From an optimization exercise on the open Yosys and OpenROAD flow, aimed at small area and a short achievable clock period; shortcuts taken in it are not production practice.
At most, simulation tests tie the RTL to the original design; equivalence was not proved.
For runs 1 and 2, only the layout was checked, not whether the RTL still works.
Power and IR drop assume default switching activity.

--- design/flow/design.v ---
package softmc_pkg;
  localparam int INSTR_WIDTH     = 32;
  localparam int IMEM_DEPTH      = 64;
  localparam int IMEM_ADDR_WIDTH = 6;
  localparam int ROW_ADDR_WIDTH = 17;
  localparam int BG_WIDTH       = 2;
  localparam int BANK_WIDTH     = 2;
  localparam int COL_WIDTH      = 10;
  localparam int RD_DATA_WIDTH  = 64;
  localparam int BUF_DEPTH      = 16;
  localparam int BUF_ADDR_WIDTH = $clog2(BUF_DEPTH);
  localparam int WAIT_WIDTH = 16;
  localparam int ODT_WR_DEL    = 4;
  localparam int ODT_WR_DUR    = 6;
  localparam int ODT_CNT_WIDTH = $clog2(ODT_WR_DUR);
  localparam logic [2:0] RCW_RD  = 3'b101;
  localparam logic [2:0] RCW_WR  = 3'b100;
  localparam logic [2:0] RCW_PRE = 3'b010;
  localparam logic [2:0] RCW_REF = 3'b001;
  localparam int CMD_SPARE_WIDTH  = INSTR_WIDTH - 3 - BG_WIDTH - BANK_WIDTH - ROW_ADDR_WIDTH;
  localparam int CTRL_SPARE_WIDTH = INSTR_WIDTH - 3 - WAIT_WIDTH;
  typedef enum logic [2:0] {
    OP_NOP  = 3'd0,
    OP_ACT  = 3'd1,
    OP_RD   = 3'd2,
    OP_WR   = 3'd3,
    OP_PRE  = 3'd4,
    OP_REF  = 3'd5,
    OP_WAIT = 3'd6,
    OP_END  = 3'd7
  } opcode_e;
  typedef union packed {
    struct packed {
      opcode_e                      opcode;
      logic [BG_WIDTH-1:0]          bg;
      logic [BANK_WIDTH-1:0]        bank;
      logic [ROW_ADDR_WIDTH-1:0]    addr;
      logic [CMD_SPARE_WIDTH-1:0]   spare;
    } cmd;
    struct packed {
      opcode_e                      opcode;
      logic [WAIT_WIDTH-1:0]        count;
      logic [CTRL_SPARE_WIDTH-1:0]  spare;
    } ctrl;
  } instr_u;
endpackage
`timescale 1ns/1ns
module softmc_core (
  input  logic        c0_ddr4_clk,
  input  logic        rst_n,
  input  logic        instr_valid,
  input  logic        instr_last,
  input  logic [31:0] instr_data,
  input  logic        rd_valid,
  input  logic [63:0] rd_data,
  output logic        ddr_act_n,
  output logic        ddr_cs_n,
  output logic [16:0] ddr_adr,
  output logic [1:0]  ddr_bg,
  output logic [1:0]  ddr_ba,
  output logic        ddr_odt,
  output logic        c2h_valid,
  output logic [63:0] c2h_data,
  output logic        c2h_last,
  output logic        seq_done
);
  localparam int NW = 63;    
  localparam int SW = 22;    
  logic [SW-1:0] imem [0:NW-1];
  logic [63:0]   sel;         
  logic          running;     
  logic          start;       
  logic          go;          
  logic [SW-1:0] w;           
  logic [15:0]   wcnt;        
  logic [SW-1:0] enc;
  logic [SW-1:0] fetch;
  logic          load;
  always_comb begin
    logic is_act, is_wait;
    is_act  = instr_data[31:29] == 3'd1;
    is_wait = instr_data[31:29] == 3'd6;
    enc[21]    = is_act;
    enc[20:17] = instr_data[28:25];
    enc[16:14] = is_act ? instr_data[24:22] : instr_data[31:29];
    enc[13:12] = instr_data[21:20];
    enc[11:0]  = is_wait ? instr_data[24:13] : instr_data[19:8];
  end
  assign load = instr_valid && !running;
  always_ff @(posedge c0_ddr4_clk) begin
    for (int i = 0; i < NW; i++) begin
      if (load && sel[i]) imem[i] <= enc;
    end
  end
  always_comb begin
    fetch = '0;
    for (int i = 0; i < NW; i++) begin
      fetch = fetch | (imem[i] & {SW{sel[i]}});
    end
    fetch = fetch | ({1'b0, 4'b0, 3'd7, 14'b0} & {SW{sel[63]}});
  end
  logic        w_act, w_rd, w_wr, w_pre, w_ref, w_wait, w_end, w_cmd, w_cnt_nz;
  logic [2:0]  w_op;
  logic [15:0] w_cnt;
  assign w_act    = w[21];
  assign w_op     = w[16:14];
  assign w_rd     = !w_act && (w_op == 3'd2);
  assign w_wr     = !w_act && (w_op == 3'd3);
  assign w_pre    = !w_act && (w_op == 3'd4);
  assign w_ref    = !w_act && (w_op == 3'd5);
  assign w_wait   = !w_act && (w_op == 3'd6);
  assign w_end    = !w_act && (w_op == 3'd7);
  assign w_cmd    = w_act || w_rd || w_wr || w_pre || w_ref;
  assign w_cnt    = {w[20:17], w[11:0]};
  assign w_cnt_nz = |w_cnt;
  always_ff @(posedge c0_ddr4_clk) begin
    if (!rst_n) begin
      sel     <= 64'd1;
      running <= 1'b0;
      start   <= 1'b0;
      go      <= 1'b0;
    end else begin
      start <= 1'b0;
      if (load) begin
        if (instr_last) begin
          sel     <= 64'd1;
          running <= 1'b1;
          start   <= 1'b1;
        end else begin
          sel <= {sel[62:0], sel[63]};
        end
      end
      if (start) begin
        sel <= {sel[62:0], sel[63]};
        go  <= 1'b1;
      end else if (go) begin
        if (w_end) begin
          sel     <= 64'd1;
          running <= 1'b0;
          go      <= 1'b0;
        end else begin
          sel <= {sel[62:0], sel[63]};
          go  <= !(w_wait && w_cnt_nz);
        end
      end else begin
        go <= running && (wcnt == 16'd1);
      end
    end
  end
  always_ff @(posedge c0_ddr4_clk) begin
    if (start || go) w <= fetch;
    if (go) wcnt <= w_cnt;
    else if (wcnt != '0) wcnt <= wcnt - 1'b1;
  end
  logic wr_pin;
  always_ff @(posedge c0_ddr4_clk) begin
    if (!rst_n) begin
      ddr_cs_n  <= 1'b1;
      ddr_act_n <= 1'b1;
      seq_done  <= 1'b0;
      wr_pin    <= 1'b0;
    end else begin
      ddr_cs_n  <= !(go && w_cmd);
      ddr_act_n <= !(go && w_act);
      seq_done  <= go && w_end;
      wr_pin    <= go && w_wr;
    end
  end
  always_ff @(posedge c0_ddr4_clk) begin
    ddr_bg  <= w[20:19];
    ddr_ba  <= w[18:17];
    if (w_act) begin
      ddr_adr <= w[16:0];
    end else begin
      ddr_adr[16:14] <= w_rd  ? 3'b101 :
                        w_wr  ? 3'b100 :
                        w_pre ? 3'b010 : 3'b001;
      ddr_adr[13:10] <= 4'b0;
      ddr_adr[9:0]   <= (w_rd || w_wr) ? w[9:0] : 10'b0;
    end
  end
  logic [2:0] wr_dly;      
  logic [2:0] dur_cnt;     
  always_ff @(posedge c0_ddr4_clk) begin
    if (!rst_n) begin
      wr_dly  <= '0;
      dur_cnt <= '0;
      ddr_odt <= 1'b0;
    end else begin
      wr_dly <= {wr_dly[1:0], wr_pin};
      if (wr_dly[2]) begin
        dur_cnt <= 3'd5;
        ddr_odt <= 1'b1;
      end else if (dur_cnt != '0) begin
        dur_cnt <= dur_cnt - 1'b1;
        ddr_odt <= 1'b1;
      end else begin
        ddr_odt <= 1'b0;
      end
    end
  end
  logic [63:0] rbuf [0:15];
  logic [3:0]  wr_ptr;
  logic [4:0]  count;
  logic        draining, pop, pop_last;
  logic [15:0] wsel, rsel;
  logic [63:0] rword;
  always_comb begin
    wsel = '0;
    wsel[wr_ptr] = 1'b1;
  end
  assign pop      = (seq_done || draining) && (count != '0);
  assign pop_last = pop && (count == 5'd1);
  always_ff @(posedge c0_ddr4_clk) begin
    for (int i = 0; i < 16; i++) begin
      if (rd_valid && wsel[i]) rbuf[i] <= rd_data;
    end
  end
  always_comb begin
    rword = '0;
    for (int i = 0; i < 16; i++) rword = rword | (rbuf[i] & {64{rsel[i]}});
  end
  always_ff @(posedge c0_ddr4_clk) c2h_data <= rword;
  always_ff @(posedge c0_ddr4_clk) begin
    if (!rst_n) begin
      wr_ptr    <= '0;
      rsel      <= 16'd1;
      count     <= '0;
      draining  <= 1'b0;
      c2h_valid <= 1'b0;
      c2h_last  <= 1'b0;
    end else begin
      wr_ptr    <= wr_ptr + 4'(rd_valid);
      if (pop) rsel <= {rsel[14:0], rsel[15]};
      count     <= count + 5'(rd_valid) - 5'(pop);
      draining  <= pop && !pop_last;
      c2h_valid <= pop;
      c2h_last  <= pop_last;
    end
  end
endmodule
--- design/flow/run.sh ---
#!/bin/bash
# synth_recipe.tcl (not shown) runs the flow's synth.tcl, then flattens the netlist and writes it again
# the make line also repeats each setting of config.mk as NAME=value (left out here)
make -C /OpenROAD-flow-scripts/flow DESIGN_CONFIG=/design/flow/config.mk WORK_HOME=/design/flow/orfs CLKGATE_MAP_FILE= SYNTH_SCRIPT=/design/flow/synth_recipe.tcl finish
--- design/flow/config.mk ---
export PLATFORM = sky130hd
export DESIGN_NAME = softmc_core
export DESIGN_NICKNAME = softmc_core
export VERILOG_FILES = /design/flow/design.v
export SDC_FILE = /design/flow/constraint.sdc
export NUM_CORES = 4
export LEC_CHECK = 0
export ABC_CLOCK_PERIOD_IN_PS = 2000
export CAP_MARGIN = 20
export CORE_MARGIN = 2
export CORE_UTILIZATION = 40
export SETUP_SLACK_MARGIN = 1.1
export SLEW_MARGIN = 20
--- design/flow/constraint.sdc ---
create_clock -name core_clock -period 3.3 [get_ports {c0_ddr4_clk}]
set_input_delay 0.6600 -clock core_clock [delete_from_list [all_inputs] [get_ports {c0_ddr4_clk}]]
set_output_delay 0.6600 -clock core_clock [all_outputs]
set_load 0.01 [all_outputs]
==> flow_metrics.tcl, run 1 <==
set metrics [dict create \
    path_clk_slew_ns 0.06 \
    cp_max_fo 6 \
    die_width_um 486.6 \
    slowest_stage "or4_4" \
    critPathMaxStageDelay_ns 0.54 \
    final_cell_mix "2448 x edfxtp_1, 497 x a22o_1, 364 x a221oi_1, 361 x buf_4, 293 x clkbuf_16" \
    synthDistinctLibCells 52 \
    ios 192 \
    clock_path_buffers 4 \
    core-area_um2 232100 \
    gp_congestion 0.9006 \
    die_y_um 486.6 \
    die_area_um2 236800 \
    cts.root.buffer_cell "clkbuf_16" \
    drv_slew 0 \
    seq_area_um2 77680 \
    grt.overflow.total 0 \
    multi_input_area_um2 15600 \
    path_cells "a22oi_2 -> nand4_1 -> buf_4 -> or4_4 -> or4_4 -> buf_6" \
    setup_violations 0 \
    cts_sinks 2639 \
    finalInstanceArea_um2 113900 \
    grt_max_degree 65 \
    cp.required_ns 3.97 \
    drtAntennaViolNets 0 \
    slew-limit-headroom 0.2416 \
    status "no timing/DRC/antenna violations" \
    drt_iter0_markers 9764 \
    arrival_ns 3.34 \
    drive_gt1_frac 0.2432 \
    cts_buffers 286 \
    synth_edf_count 2448 \
    grtUsageTotal 0.2750 \
    start_util 0.4014 \
    nNetsFinal 5649 \
    drc 0 \
    worst_slew_pin_slew_ns 1.138 \
    rsz0062_at_grt "yes" \
    worstHoldPathType "input port to register" \
    grt_first_pass_wirelength_um 448700 \
    hold_buffers 0 \
    synth_cells 4827 \
    avgSynthCellArea_um2 19.30 \
    tns_ns 0 \
    min_period_ns 2.667 \
    yosys_most_used_dff "edfxtp_1" \
    antenna_found_initial 28 \
    rr_worst_depth 6 \
    vias_per_cell 6.529 \
    p_per_area_nw_per_um2 617.0 \
    max_cap_viol_count 0 \
    ys_top_cells_by_area "edfxtp_1 79%, a22o_1 4.7%, a221oi_1 4.1%" \
    drt_first_pass_iters 8 \
    crit_path_start_kind "register" \
    route.vias.total 57472 \
    p_leak_nw 36.80 \
    synth_nets 4945 \
    place_area_um2 101800 \
    yosysTopAreaCellShare 0.7891 \
    cts_tree "yes" \
    cts_max_level 5 \
    fin_skew_ns 0.09795 \
    yosys_warnings 3 \
    async_flop_share 0 \
    yosysSeqAreaShare 0.8302 \
    setup.worst_path.end_class "register" \
    grt_pass1_vias 53298 \
    syn-cell-area_um2 93150 \
    synth-seq-cells 2639 \
    finalCritPeriodShare 0.8083 \
    port-buffer-count 183 \
    layout_commonest_cell "edfxtp_1" \
    wirelength_um 335200 \
    wl_per_cell_um 38.09 \
    hold_viol_final 0 \
    insertion_delay_ns 0.98 \
    synth_top_cell_by_area "edfxtp_1" \
    hold_ws_ns 0.1244 \
    criticalPathCategory "register to register" \
    fmax_mhz 374.9 \
    syn2layout_area_growth_pct 22.29 \
    cpMostUsedCell "or4_4" \
    hold-path-cell-count 1 \
    irDropWorstVdd_mv 0.4423 \
    rows 177 \
    dpl.hpwl_um 192300 \
    n_fill_cell 18725 \
]
## through the flow
| step | instances | total power, mW | setup slack (ns) | utilization |
|---|---|---|---|---|
| after floorplan | 4827 | 39.12 | 0.2742 | - |
| after global placement | 8096 | 40.45 | 0.3010 | 0.4387 |
| after detailed placement | 8096 | 40.52 | 0.2797 | 0.4387 |
| after CTS | 8741 | 70.37 | 0.7057 | 0.4872 |
| after global routing | 8786 | 71.91 | 0.6309 | 0.4907 |
| final | 8802 | 70.29 | 0.6325 | 0.4909 |
## cells by family after synthesis
kind of cell	after synthesis	synth area share
compound gates	1308	0.1176
fa+ha+maj	17	0.002364
buf+inv	355	0.01605
xor+xnor	22	0.002069
mux	16	0.001921
flops	2639	0.8302
simple gates	470	0.02983
## worst max-delay path: cells and delay by family (launching register included)
family	cells	cell delay (ns)
DFF	1	0.43
and+or+nand+nor	3	1.27
AOI/OAI and AO/OA	1	0.32
buffers and inverters	2	0.40
## final cells by class
| cell class | instances | share of cell area |
|---|---|---|
| Sequential cell | 2639 | 0.6819 |
| Multi-Input combinational cell | 1834 | 0.1370 |
| Timing Repair Buffer | 748 | 0.07006 |
| Clock buffer | 372 | 0.06746 |
| Tap cell | 3043 | 0.03342 |
| Clock inverter | 126 | 0.008995 |
| Inverter | 22 | 0.0008127 |
| Antenna cell | 18 | 0.0003954 |
## state kept, by name (all words and copies together), names as in the netlist, 2 cells and up
signal    cells
c2h_data     64
w            22
dur_cnt       3
rsel         16
wr_dly        3
count         5
ddr_adr      17
sel          64
ddr_bg        2
rbuf       1024
wr_ptr        4
imem       1386
ddr_ba        2
wcnt         16
## power by group
part           switching (mW)  internal (mW)
combinational            1.63          0.869
clock                    12.8           17.6
sequential              0.305           37.1
## per-layer routing
metal  track usage  wire length, um  share of wire
met4        0.1510            21510          0.064
met2        0.4067           146300           0.44
met3       0.07764            47460           0.14
met1        0.3670           119900           0.36
met5             0              115        0.00034
## synthesized netlist by cell type (3+ instances only)
library cell,instances
nor2_1,31
buf_6,16
xnor2_1,13
edfxtp_1,2448
and2_1,86
or4_1,35
nor3_1,9
nand4_1,181
clkbuf_2,5
o21ai_0,15
ha_1,16
inv_1,21
buf_1,51
nor2b_1,14
a22oi_1,301
xor2_1,9
clkbuf_1,234
nor4_1,7
a221oi_1,438
a22o_1,501
nand3_1,22
buf_2,26
a21oi_1,25
nor3b_1,4
nand2_1,55
dfxtp_1,191
nand3b_1,7
nand2b_1,6
mux2_2,15
a222oi_1,19
and4_1,3
## final timing paths
check | startpoint | end | slack [ns]
max reg2reg | sel[62]$_SDFFE_PN0P_ | w[5]$_DFFE_PP_ | 0.63
min reg2reg | wr_dly[1]$_SDFF_PN0_ | wr_dly[2]$_SDFF_PN0_ | 0.43
max | sel[62]$_SDFFE_PN0P_ | w[5]$_DFFE_PP_ | 0.63
min | instr_data[20] | imem[60][12]$_DFFE_PP_ | 0.12
## repair_timing
item / 4_1_cts / 5_1_grt
setup endpoints to repair: 740 / 239
buffers inserted: 146 / 39
hold endpoints to repair: 0 / 0
pin swaps: 81 / 67
gates resized for setup: 536 / 96
cloned: 1 / 4
==> run 2: changes to the inputs <==
--- a/design/flow/config.mk
+++ b/design/flow/config.mk
@@ -6,8 +6,6 @@
 export NUM_CORES = 4
 export LEC_CHECK = 0
-export ABC_CLOCK_PERIOD_IN_PS = 2000
 export CAP_MARGIN = 20
 export CORE_MARGIN = 2
 export CORE_UTILIZATION = 40
-export SETUP_SLACK_MARGIN = 1.1
 export SLEW_MARGIN = 20
==> run 2 against run 1 <==
  * Worst setup slack got worse by 0.37 ns
  * Register-to-register slack got worse by 0.37 ns
  * Sequential share of layout area rose by 1.9 points
  * Total power rose by 0.37%
  * Sequential power is essentially flat
  * Critical path depth is 1 lower
  * Largest cell class unchanged
==> flow_metrics.tcl, run 2 <==
set metrics [dict create \
    antenna_found_initial 26 \
    core-area_um2 232100 \
    setup.worst_path.end_class "register" \
    cts_buffers 287 \
    p_per_area_nw_per_um2 638.4 \
    post_cts_resized 0 \
    place_inst 8082 \
    drt_first_pass_iters 5 \
    cp_max_fo 12 \
    top_register "imem" \
    grt_max_degree 66 \
    tns_ns 0 \
    yosysSeqAreaShare 0.8302 \
    die_width_um 486.6 \
    start_util 0.4014 \
    layout_commonest_cell "edfxtp_1" \
    synth_cells 4827 \
    nNetsFinal 5446 \
    synthMostInstantiatedCell "edfxtp_1" \
    fin_skew_ns 0.07291 \
    synth_commonest_cells "2448 x edfxtp_1, 501 x a22o_1, 438 x a221oi_1, 301 x a22oi_1, 234 x clkbuf_1" \
    worst_slack_ns 0.2582 \
    max_cap_viol_count 0 \
    synth_top_cell_by_area "edfxtp_1" \
    slew-limit-headroom 0.2063 \
    reg_top3 "imem (1386), rbuf (1024)" \
    drc 0 \
    route.vias.total 56235 \
    vias_per_cell 6.542 \
    pre_cts_ws_ns 0.1714 \
    worstHoldPathType "input port to register" \
    drv_slew 0 \
    synth-seq-cells 2639 \
    cts_sinks 2639 \
    path_cells "buf_4 -> a22oi_1 -> nand4_1 -> or4_1 -> or4_1" \
    cp.required_ns 3.91 \
    syn-cell-area_um2 93150 \
    fmax_mhz 328.7 \
    irDropWorstVdd_mv 0.4627 \
    place_area_um2 101600 \
    crit_path_start_kind "register" \
    syn2layout_area_growth_pct 18.63 \
    yosys_warnings 3 \
    synthDistinctLibCells 52 \
    yosys_most_used_dff "edfxtp_1" \
    grtUsageTotal 0.2697 \
    cts_max_level 5 \
    rsz0062_at_grt "no" \
    status "no timing/DRC/antenna violations" \
    final_cell_mix "2448 x edfxtp_1, 501 x a22o_1, 438 x a221oi_1, 301 x a22oi_1, 293 x clkbuf_16" \
    finalCritPeriodShare 0.9218 \
    cts.root.buffer_cell "clkbuf_16" \
    die_y_um 486.6 \
    finalInstanceArea_um2 110500 \
    largest_reg_flops 1386 \
    stdcell_count 8596 \
    criticalPathCategory "register to register" \
    setup_violations 0 \
    slowest_stage "or4_1" \
    path_clk_slew_ns 0.06 \
    cpMostUsedCell "or4_1" \
    grt_first_pass_wirelength_um 439700 \
    insertion_delay_ns 0.94 \
    wl_per_cell_um 38.11 \
    dpl.hpwl_um 188800 \
    power_mw 70.55 \
    gp_congestion 0.8836 \
    hold_buffers 0 \
    drtAntennaViolNets 0 \
    die_area_um2 236800 \
    clock_path_buffers 4 \
    grt.overflow.total 0 \
    worst_slew_pin_slew_ns 1.191 \
    hold_viol_final 0 \
    rows 177 \
    avgSynthCellArea_um2 19.30 \
    critPathMaxStageDelay_ns 0.76 \
    p_leak_nw 35.23 \
    post_cts_buffers 0 \
    yosysTopAreaCellShare 0.7891 \
    async_flop_share 0 \
    cts_tree "yes" \
    synth_edf_count 2448 \
    drt_iter0_markers 9057 \
    ys_top_cells_by_area "edfxtp_1 79%, a22o_1 4.7%, a221oi_1 4.1%" \
    ios 192 \
    drive_gt1_frac 0.1680 \
    wirelength_um 327600 \
    synth_nets 4945 \
    min_period_ns 3.042 \
    arrival_ns 3.65 \
    port-buffer-count 183 \
    grt_pass1_vias 52302 \
]
run 2: cell types whose count changed in the layout (fill, tap and decap cells not counted), moves of 40 or more:
cell / previous run / this run
buf_6: 50 / 0
buf_4: 361 / 271
a221oi_1: 364 / 438
buf_12: 137 / 94
a22oi_2: 40 / 0
dfxtp_4: 84 / 16
a22oi_1: 261 / 301
a221oi_2: 63 / 0
clkdlybuf4s50_1: 86 / 177
run 2: cells by family (layout without fill, tap and decap cells):
kind of cell / count (synthesis) / in the layout / synth area share
DFF: 2639 / 2639 / 0.8302
AOI/OAI and AO/OA: 1308 / 1308 / 0.1176
and+or+nand+nor: 470 / 470 / 0.02983
buffers and inverters: 355 / 1063 / 0.01605
xor gates and xnor gates: 22 / 22 / 0.002069
adders and majority gates: 17 / 17 / 0.002364
muxes: 16 / 16 / 0.001921
other: 0 / 18 / 0
run 2: worst max-delay path: cells and delay by family, from the launching register on:
family | cells | cell delay, ns
buf+inv | 1 | 0.34
simple gates | 3 | 1.56
flops | 1 | 0.59
compound gates | 1 | 0.21
run 2: per-stage QoR:
stage	hold WS [ns]	utilization
after detailed placement	0.4181	0.4376
after CTS	0.2069	0.4758
after global placement	0.4139	0.4376
after global routing	0.2252	0.4760
final	0.2473	0.4761
after floorplan	0.3556	-
run 2: worst paths after layout:
check / startpoint / endpoint / slack (ns) / depth (start not counted)
worst max-delay path: sel[27]$_SDFFE_PN0P_ / w[6]$_DFFE_PP_ / 0.26 / 5
worst min-delay path: instr_data[20] / imem[3][12]$_DFFE_PP_ / 0.25 / 1
worst max register to register: sel[27]$_SDFFE_PN0P_ / w[6]$_DFFE_PP_ / 0.26 / 5
worst min register to register: wr_dly[1]$_SDFF_PN0_ / wr_dly[2]$_SDFF_PN0_ / 0.43 / 1
run 2: per-layer routing:
layer	part of all wire	routed length [um]	GRT usage	vias up
met3	0.14	44680	0.07886	984
met5	0.00067	218	0	-
met2	0.44	145600	0.4093	4478
met1	0.36	118800	0.3573	29177
met4	0.056	18310	0.1272	32
li1	-	-	-	21564
run 2: power by group:
part,switching [mW],internal (mW),leakage (nW)
logic,1.52,0.765,7.19
registers,0.318,37.2,23.7
clock network,12.8,18.0,4.35
run 2: final cells by class:
| type | instances | area, um2 |
|---|---|---|
| inverters | 22 | 82.58 |
| multi-input cells | 1833 | 14540 |
| clock inverters | 124 | 1077 |
| well taps | 3043 | 3807 |
| flip-flops and latches | 2639 | 77470 |
| diodes | 18 | 45.04 |
| clock buffers | 372 | 7789 |
| fillers | 18965 | 121600 |
| repair buffers | 545 | 5703 |
==> run 3: changes to the inputs <==
--- a/design/flow/design.v
+++ b/design/flow/design.v
@@ -68,5 +68,5 @@
   localparam int SW = 22;    
   logic [SW-1:0] imem [0:NW-1];
-  logic [63:0]   sel;         
+  logic [5:0]    ptr;         
   logic          running;     
   logic          start;       
@@ -74,7 +74,12 @@
   logic [SW-1:0] w;           
   logic [15:0]   wcnt;        
+  logic [63:0]   sel;
   logic [SW-1:0] enc;
   logic [SW-1:0] fetch;
   logic          load;
+  always_comb begin
+    sel = '0;
+    sel[ptr] = 1'b1;
+  end
   always_comb begin
     logic is_act, is_wait;
@@ -116,5 +121,5 @@
   always_ff @(posedge c0_ddr4_clk) begin
     if (!rst_n) begin
-      sel     <= 64'd1;
+      ptr     <= '0;
       running <= 1'b0;
       start   <= 1'b0;
@@ -124,21 +129,21 @@
       if (load) begin
         if (instr_last) begin
-          sel     <= 64'd1;
+          ptr     <= '0;
           running <= 1'b1;
           start   <= 1'b1;
         end else begin
-          sel <= {sel[62:0], sel[63]};
+          ptr <= ptr + 1'b1;
         end
       end
       if (start) begin
-        sel <= {sel[62:0], sel[63]};
+        ptr <= ptr + 1'b1;
         go  <= 1'b1;
       end else if (go) begin
         if (w_end) begin
-          sel     <= 64'd1;
+          ptr     <= '0;
           running <= 1'b0;
           go      <= 1'b0;
         end else begin
-          sel <= {sel[62:0], sel[63]};
+          ptr <= ptr + 1'b1;
           go  <= !(w_wait && w_cnt_nz);
         end
@@ -201,5 +206,5 @@
   end
   logic [63:0] rbuf [0:15];
-  logic [3:0]  wr_ptr;
+  logic [3:0]  wr_ptr, rd_ptr;
   logic [4:0]  count;
   logic        draining, pop, pop_last;
@@ -209,4 +214,6 @@
     wsel = '0;
     wsel[wr_ptr] = 1'b1;
+    rsel = '0;
+    rsel[rd_ptr] = 1'b1;
   end
   assign pop      = (seq_done || draining) && (count != '0);
@@ -225,5 +232,5 @@
     if (!rst_n) begin
       wr_ptr    <= '0;
-      rsel      <= 16'd1;
+      rd_ptr    <= '0;
       count     <= '0;
       draining  <= 1'b0;
@@ -232,5 +239,5 @@
     end else begin
       wr_ptr    <= wr_ptr + 4'(rd_valid);
-      if (pop) rsel <= {rsel[14:0], rsel[15]};
+      rd_ptr    <= rd_ptr + 4'(pop);
       count     <= count + 5'(rd_valid) - 5'(pop);
       draining  <= pop && !pop_last;
==> run 3 against run 2 <==
  * Now fails the layout checks on negative setup slack
  * Final cell count is 14% higher
  * Critical path depth is 9 higher
  * First-iteration DRC count increased by 20%
  * Clock skew increased by 0.0035 ns
  * Worst setup slack got worse by 0.66 ns
  * Sequential power shrank 1%
  * Sequential share of layout area decreased by 7.7 points
  * Combinational power rose to 3.6 times the previous value
  * Die area grew 1.1%
  * Final area grew 10%
  * Register-to-register slack got worse by 0.66 ns
  * Hold slack got worse by 0.20 ns
  * Critical endpoint is now w[5]$_DFFE_PP_
==> flow_metrics.tcl, run 3 <==
set metrics [dict create \
    grtUsageTotal 0.2882 \
    p_leak_nw 40.06 \
    yosys_most_used_dff "edfxtp_1" \
    cts_tree "yes" \
    fin_skew_ns 0.07640 \
    port-buffer-count 183 \
    path_clk_slew_ns 0.06 \
    cts.root.buffer_cell "clkbuf_16" \
    irDropWorstVdd_mv 0.5632 \
    fmax_mhz 269.9 \
    n_fill_cell 18776 \
    rows 178 \
    grt_first_pass_wirelength_um 477300 \
    cts_buffers 278 \
    grt_max_degree 65 \
    cts_max_level 5 \
    dpl.hpwl_um 226400 \
    start_util 0.4012 \
    status "complete, but fails checks" \
    pre_cts_ws_ns -1.107 \
    avgSynthCellArea_um2 18.13 \
    hold_buffers 0 \
    ys_top_cells_by_area "edfxtp_1 78%, a22oi_1 3.2%, dfxtp_1 2.6%" \
    cts_sinks 2569 \
    crit_path_start_kind "register" \
    syn2layout_area_growth_pct 29.28 \
    die_y_um 489.2 \
    die_area_um2 239300 \
    async_flop_share 0 \
    wirelength_um 355100 \
    insertion_delay_ns 0.95 \
    grt.overflow.total 0 \
    arrival_ns 4.36 \
    synthMostInstantiatedCell "edfxtp_1" \
    drv_slew 0 \
    vias_per_cell 6.322 \
    yosys_warnings 3 \
    cp.required_ns 3.95 \
    reg_top3 "imem (1386), rbuf (1024), c2h_data (64)" \
    synth-seq-cells 2569 \
    synth_nets 5324 \
    grt_pass1_vias 58139 \
    cp_max_fo 13 \
    drc 0 \
    setup_violations 57 \
    stdcell_count 9835 \
    gp_congestion 0.9988 \
    setup.worst_path.end_class "register" \
    critPathMaxStageDelay_ns 0.64 \
    synth_commonest_cells "2448 x edfxtp_1, 405 x a22oi_1, 249 x clkbuf_1, 202 x a22o_1, 166 x a222oi_1" \
    place_inst 9184 \
    antenna_found_initial 28 \
    drtAntennaViolNets 0 \
    hold_viol_final 0 \
    synthDistinctLibCells 96 \
    min_period_ns 3.705 \
    rsz0062_at_grt "yes" \
    slew-limit-headroom 0.2849 \
    largest_reg_flops 1386 \
    route.vias.total 62173 \
    violations "negative setup slack" \
    nNetsFinal 6602 \
    cpMostUsedCell "buf_4" \
    criticalPathCategory "register to register" \
    synth_cells 5195 \
    yosysTopAreaCellShare 0.7806 \
    syn-cell-area_um2 94170 \
    die_width_um 489.2 \
    tns_ns -5.163 \
    drt_iter0_markers 10828 \
    core-area_um2 234700 \
    clock_path_buffers 4 \
    ios 192 \
    max_cap_viol_count 0 \
    p_per_area_nw_per_um2 613.3 \
    slowest_stage "or4_1" \
    worstHoldPathType "input port to register" \
    wl_per_cell_um 36.10 \
    final_cell_mix "2448 x edfxtp_1, 762 x buf_4, 377 x a22oi_1, 291 x clkbuf_16, 231 x buf_12" \
    worst_slew_pin_slew_ns 1.073 \
    synth_edf_count 2448 \
    path_cells "inv_4 -> ha_4 -> buf_6 -> buf_4 -> nor2b_2 -> a31oi_4 -> buf_4 -> buf_4 -> nor2_4 -> buf_6 -> a222oi_1 -> buf_4 -> nand4b_1 -> or4_1" \
    layout_commonest_cell "edfxtp_1" \
    finalCritPeriodShare 1.123 \
    drt_first_pass_iters 9 \
    yosysSeqAreaShare 0.8064 \
    top_register "imem" \
    drive_gt1_frac 0.2861 \
    synth_top_cell_by_area "edfxtp_1" \
    worst_slack_ns -0.4047 \
]
[run 3: cell families (layout without fill, tap and decap cells)]
| group | after synthesis | count (layout) | synth area share |
|---|---|---|---|
| and+or+nand+nor | 791 | 791 | 0.04627 |
| DFF | 2569 | 2569 | 0.8064 |
| adders and majority gates | 28 | 28 | 0.003800 |
| xor gates and xnor gates | 29 | 29 | 0.002697 |
| buffers and inverters | 346 | 1817 | 0.01476 |
| other | 0 | 19 | 0 |
| muxes | 37 | 37 | 0.004146 |
| AOI/OAI and AO/OA | 1395 | 1395 | 0.1220 |
[run 3: path summary, 6_finish.rpt]
| path | startpoint | end | slack (ns) | depth (start not counted) |
|---|---|---|---|---|
| min | instr_data[26] | imem[8][18]$_DFFE_PP_ | 0.05 | 1 |
| max reg2reg | ptr[1]$_SDFFE_PN0P_ | w[5]$_DFFE_PP_ | -0.40 | 14 |
| min reg2reg | wr_dly[0]$_SDFF_PN0_ | wr_dly[1]$_SDFF_PN0_ | 0.43 | 1 |
| max | ptr[1]$_SDFFE_PN0P_ | w[5]$_DFFE_PP_ | -0.40 | 14 |
[run 3: power breakdown]
group / internal (mW) / switching, mW / total, mW
Clock: 16.8 / 12.5 / 29.4
Combinational: 3.17 / 5.12 / 8.29
Sequential: 36.6 / 0.412 / 37.0
Total: 56.6 / 18.1 / 74.7
[run 3: cell type report]
type | count | area [um2] | share of cell area
antenna | 19 | 47.55 | 0.0003906
clock buffer | 350 | 7450 | 0.06119
clock inverter | 123 | 935.9 | 0.007688
inverter | 37 | 147.6 | 0.001213
multi-input combinational | 2280 | 19460 | 0.1599
sequential | 2569 | 75940 | 0.6238
tap | 3150 | 3941 | 0.03238
timing repair buffer | 1307 | 13810 | 0.1135
[run 3: worst max-delay path: cells and delay by family, from the launching register on]
family / cells / cell delay [ns]
buffers and inverters: 7 / 1.03
AO/OA/AOI/OAI: 2 / 0.58
AND/OR/NAND/NOR: 4 / 1.26
adder cells (fa/ha/maj): 1 / 0.16
flip-flops: 1 / 0.38
[run 3: through the flow]
step                      utilization  power [mW]  area (um2)  hold slack, ns
after floorplan                     -       40.17       95200          0.3711
after global placement         0.4678       44.75      109800          0.4213
after detailed placement       0.4679       44.86      109800          0.4217
after CTS                      0.5102       74.02      119800         0.02195
after global routing           0.5184       76.14      121700         0.04027
final                          0.5186       74.66      121700         0.05038
[run 3: per-layer routing]
metal,share of wire,GRT usage,wire [um],up-vias
met5,0.00023,0,80,-
met4,0.063,0.1532,22310,14
met3,0.13,0.07793,46720,910
met2,0.44,0.4364,157700,4714
met1,0.36,0.3797,128200,31818
li1,-,-,-,24717
[run 3: what timing repair did]
action	in CTS	in global routing
resized for setup	190	233
buffers inserted	62	95
endpoints found under the setup margin	143	150
pin swaps	62	106
gates cloned	6	10

separate check: timing with driven ports:
No port has a modelled driver above. Below, the same layouts with a new extraction and two added sets of constraints. Step 1: set_driving_cell puts a clkbuf_16 on c0_ddr4_clk and a buf_2 on each other input, an assumption about the parent block. Step 2 also shifts input and output timing later by t, the mid clock arrival at the registers, as if the neighbouring blocks saw the same clock. Slacks: ideal ports / drivers / drivers and shift; pairs: ideal ports / drivers.
| run | shift t [ns] | slack for setup (ns) | worst hold slack (ns) | slew at the worst register clock pin (ns) |
|---|---|---|---|---|
| run 1 | 1.021 | 0.633 / 0.633 / 0.254 | 0.124 / 0.108 / 0.429 | 0.06 / 0.06 |
| run 2 | 0.986 | 0.258 / 0.258 / 0.258 | 0.247 / 0.193 / 0.427 | 0.07 / 0.07 |
| run 3 | 0.997 | -0.405 / -0.405 / -0.405 | 0.050 / 0.006 / 0.435 | 0.07 / 0.07 |
The setup slack of run 1, which loses most, moves by 0.000 ns with the drivers and by -0.379 ns with both steps.
